Background: an optimization exercise with open tools, aiming at small area and a short achievable clock period. Do not read the settings as production practice. In this exercise RTL edits were held to simulation tests only and were not proved equivalent to the original. No activity file was given, so power comes from the tool's default toggle rates.

## hyctl_top
module hyctl_top (
    input  logic                          clk,
    input  logic                          reset,
    input  logic [7:0]                    io_port_id,
    input  logic [7:0]                    io_out_port,
    input  logic                          io_write_strobe,
    input  logic                          io_read_strobe,
    output logic [7:0]                    in_port,
    input  logic                          udp_rx_start,
    input  logic [7:0]                    udp_rx_data,
    input  logic                          udp_rx_valid,
    input  logic                          udp_rx_last,
    input  logic [31:0]                   udp_rx_src_ip,
    input  logic [15:0]                   udp_rx_src_port,
    input  logic                          udp_tx_ready,
    input  logic [1:0]                    udp_tx_result,
    output logic                          udp_tx_start,
    output logic [7:0]                    udp_tx_data,
    output logic                          udp_tx_valid,
    output logic                          udp_tx_last,
    output logic [6:0]                    udp_tx_length,
    output logic [31:0]                   udp_tx_dst_ip,
    output logic [15:0]                   udp_tx_dst_port,
    input  logic [31:0]                   ext_ip,
    input  logic                          ext_ip_force,
    output logic                          ip_dhcp_reset,
    output logic [31:0]                   ip_static_ip,
    output logic                          ip_static_ip_valid,
    output logic                          stream_linked,
    output logic [31:0]                   stream_ip,
    output logic [15:0]                   stream_udp_port
);
Settings: LEC_CHECK=0, CAP_MARGIN=20, CORE_MARGIN=2, CORE_UTILIZATION=45, CTS_BUF_LIST=sky130_fd_sc_hd__clkbuf_8, CTS_CLUSTER_DIAMETER=80, CTS_CLUSTER_SIZE=12, PLACE_DENSITY=0.6, SETUP_SLACK_MARGIN=2.4, SLEW_MARGIN=20, SYNTH_HIERARCHICAL=1, SYNTH_MINIMUM_KEEP_SIZE=0; clock period 5.0 ns.
standard.sh (not shown) runs the stock make flow with config.mk's settings and CLKGATE_MAP_FILE= SYNTH_SCRIPT=/design/flow/synth_recipe.tcl, a recipe that flattens the netlist after the stock synthesis.
==> flow/flow/run.sh <==
#!/bin/bash
# The standard layout (standard.sh), with one change: the port buffers
# that buffer_ports inserts are plain sky130_fd_sc_hd__buf_1 cells instead of
# the default cell it picks (a slow delay buffer). Every input and output
# port still gets its own buffer. The full make output goes to
# standard_make.log in the work folder.
set -euo pipefail
bash standard.sh "BUFFER_PORTS_ARGS=-buffer_cell sky130_fd_sc_hd__buf_1" finish > standard_make.log 2>&1
Testbench counts at the start, summed over its fixed seeds: tx cycles 5,394, tx bytes 3,981.
Next try:
--- a/flow/flow/run.sh
+++ b/flow/flow/run.sh
@@ -3 +3 @@
-# that buffer_ports inserts are plain sky130_fd_sc_hd__buf_1 cells instead of
+# that buffer_ports inserts are plain sky130_fd_sc_hd__buf_2 cells instead of
@@ -8 +8 @@
-bash standard.sh "BUFFER_PORTS_ARGS=-buffer_cell sky130_fd_sc_hd__buf_1" finish > standard_make.log 2>&1
+bash standard.sh "BUFFER_PORTS_ARGS=-buffer_cell sky130_fd_sc_hd__buf_2" finish > standard_make.log 2>&1
--- a/flow/config.mk
+++ b/flow/config.mk
@@ -12,2 +11,0 @@
-export CTS_CLUSTER_DIAMETER = 80
-export CTS_CLUSTER_SIZE = 12
@@ -15 +13 @@
-export SETUP_SLACK_MARGIN = 2.4
+export SETUP_SLACK_MARGIN = 2.0
Routed wire length came out lower by about 5%.
Count of clock-buffer cells in the layout came out higher by 84.
Design area is about the same.
Synthesized cell count is unchanged.
Sequential power hardly moves.

== main ==
Starting RTL as in the previous note.
export LEC_CHECK = 0
export CAP_MARGIN = 20
export CORE_MARGIN = 2
export CORE_UTILIZATION = 45
export CTS_BUF_LIST = sky130_fd_sc_hd__clkbuf_8
export PLACE_DENSITY = 0.6
export SETUP_SLACK_MARGIN = 2.4
export SLEW_MARGIN = 20
export SYNTH_HIERARCHICAL = 1
export SYNTH_MINIMUM_KEEP_SIZE = 0
create_clock -name core_clock -period 5.0 [get_ports {clk}]
==> flow/flow/run.sh <==
#!/bin/bash
# The standard layout (standard.sh), with one change: the port buffers
# that buffer_ports inserts are plain sky130_fd_sc_hd__buf_2 cells instead of
# the default cell it picks (a slow delay buffer). Every input and output
# port still gets its own buffer. The full make output goes to
# standard_make.log in the work folder.
set -euo pipefail
bash standard.sh "BUFFER_PORTS_ARGS=-buffer_cell sky130_fd_sc_hd__buf_2" finish > standard_make.log 2>&1
main: no failed stages, no open violations at the end
Testbench counts of main, summed over its fixed seeds: tx cycles 5,394, tx bytes 3,981.
Relative to main, the following input files were edited for the feature branch:
Settings: putting TNS_END_PERCENT at 10 where nothing was set; swapping 2.4 for 2.6 in SETUP_SLACK_MARGIN; putting CTS_CLUSTER_DIAMETER at 80 where nothing was set; putting CTS_CLUSTER_SIZE at 12 where nothing was set.
==> flow/flow/run.sh <==
#!/bin/bash
# The standard layout (standard.sh), with one change: the port buffers
# that buffer_ports inserts are plain sky130_fd_sc_hd__buf_1 cells instead of
# the default cell it picks (a slow delay buffer). Every input and output
# port still gets its own buffer. The full make output goes to
# standard_make.log in the work folder.
set -euo pipefail
bash standard.sh "BUFFER_PORTS_ARGS=-buffer_cell sky130_fd_sc_hd__buf_1" finish > standard_make.log 2>&1
==> results.txt <==
Switching part of the total power, main and the feature branch: higher on main. The run showing the smaller area added between synthesis and finish is the feature branch. Comparing main and the feature branch, global placement routability congestion is lower on the feature branch. Compared with main, the feature branch shows met2 capacity usage during global routing lower by 3.3 points. Footprint of the multi-input gates was lower in the run labelled the feature branch. Total of plain and repair buffers excluding clock buffers, the feature branch vs main: up by more than 10%. The feature branch against main: number of combinational gates with multiple inputs now smaller, data required time at the worst endpoint now smaller, area of all placed cells without fillers now smaller, number of standard-cell rows in the floorplan comparable.

separate check: timing with driven ports:
The flow's constraints put no driver on any port. The routed layouts listed below were extracted and timed again, unchanged, in two steps. Step 1 (the two cells are an assumption about what drives the block):
set clk [get_ports {clk}]
set_driving_cell -lib_cell sky130_fd_sc_hd__clkbuf_16 $clk
set_driving_cell -lib_cell sky130_fd_sc_hd__buf_2 [delete_from_list [all_inputs] $clk]
Step 2, shift: input delay + t, output delay - t, t = (earliest + latest rising clock arrival at the registers) / 2. This alone moves slack from input paths to output paths. Slacks: ideal ports / drivers / drivers and shift; pairs: ideal ports / drivers.
run	t (ns)	setup WS [ns]	worst setup path after step 2	latest minus earliest clock arrival (ns)	worst data-port slew with drivers (ns)
the first run of note 1	0.873	2.058 / 2.037 / 1.164	input to register	0.082 / 0.082	0.18
the second run of note 1	0.920	1.995 / 2.001 / 1.095	input to register	0.048 / 0.049	0.09
main	0.916	2.112 / 2.090 / 1.174	input to register	0.060 / 0.060	0.19
the feature branch	0.855	2.026 / 2.026 / 1.174	input to register	0.084 / 0.083	0.14
After both steps every run listed still meets setup and hold. For main, which loses most, drivers alone change the setup slack by -0.022 ns; drivers and shift together by -0.938 ns.
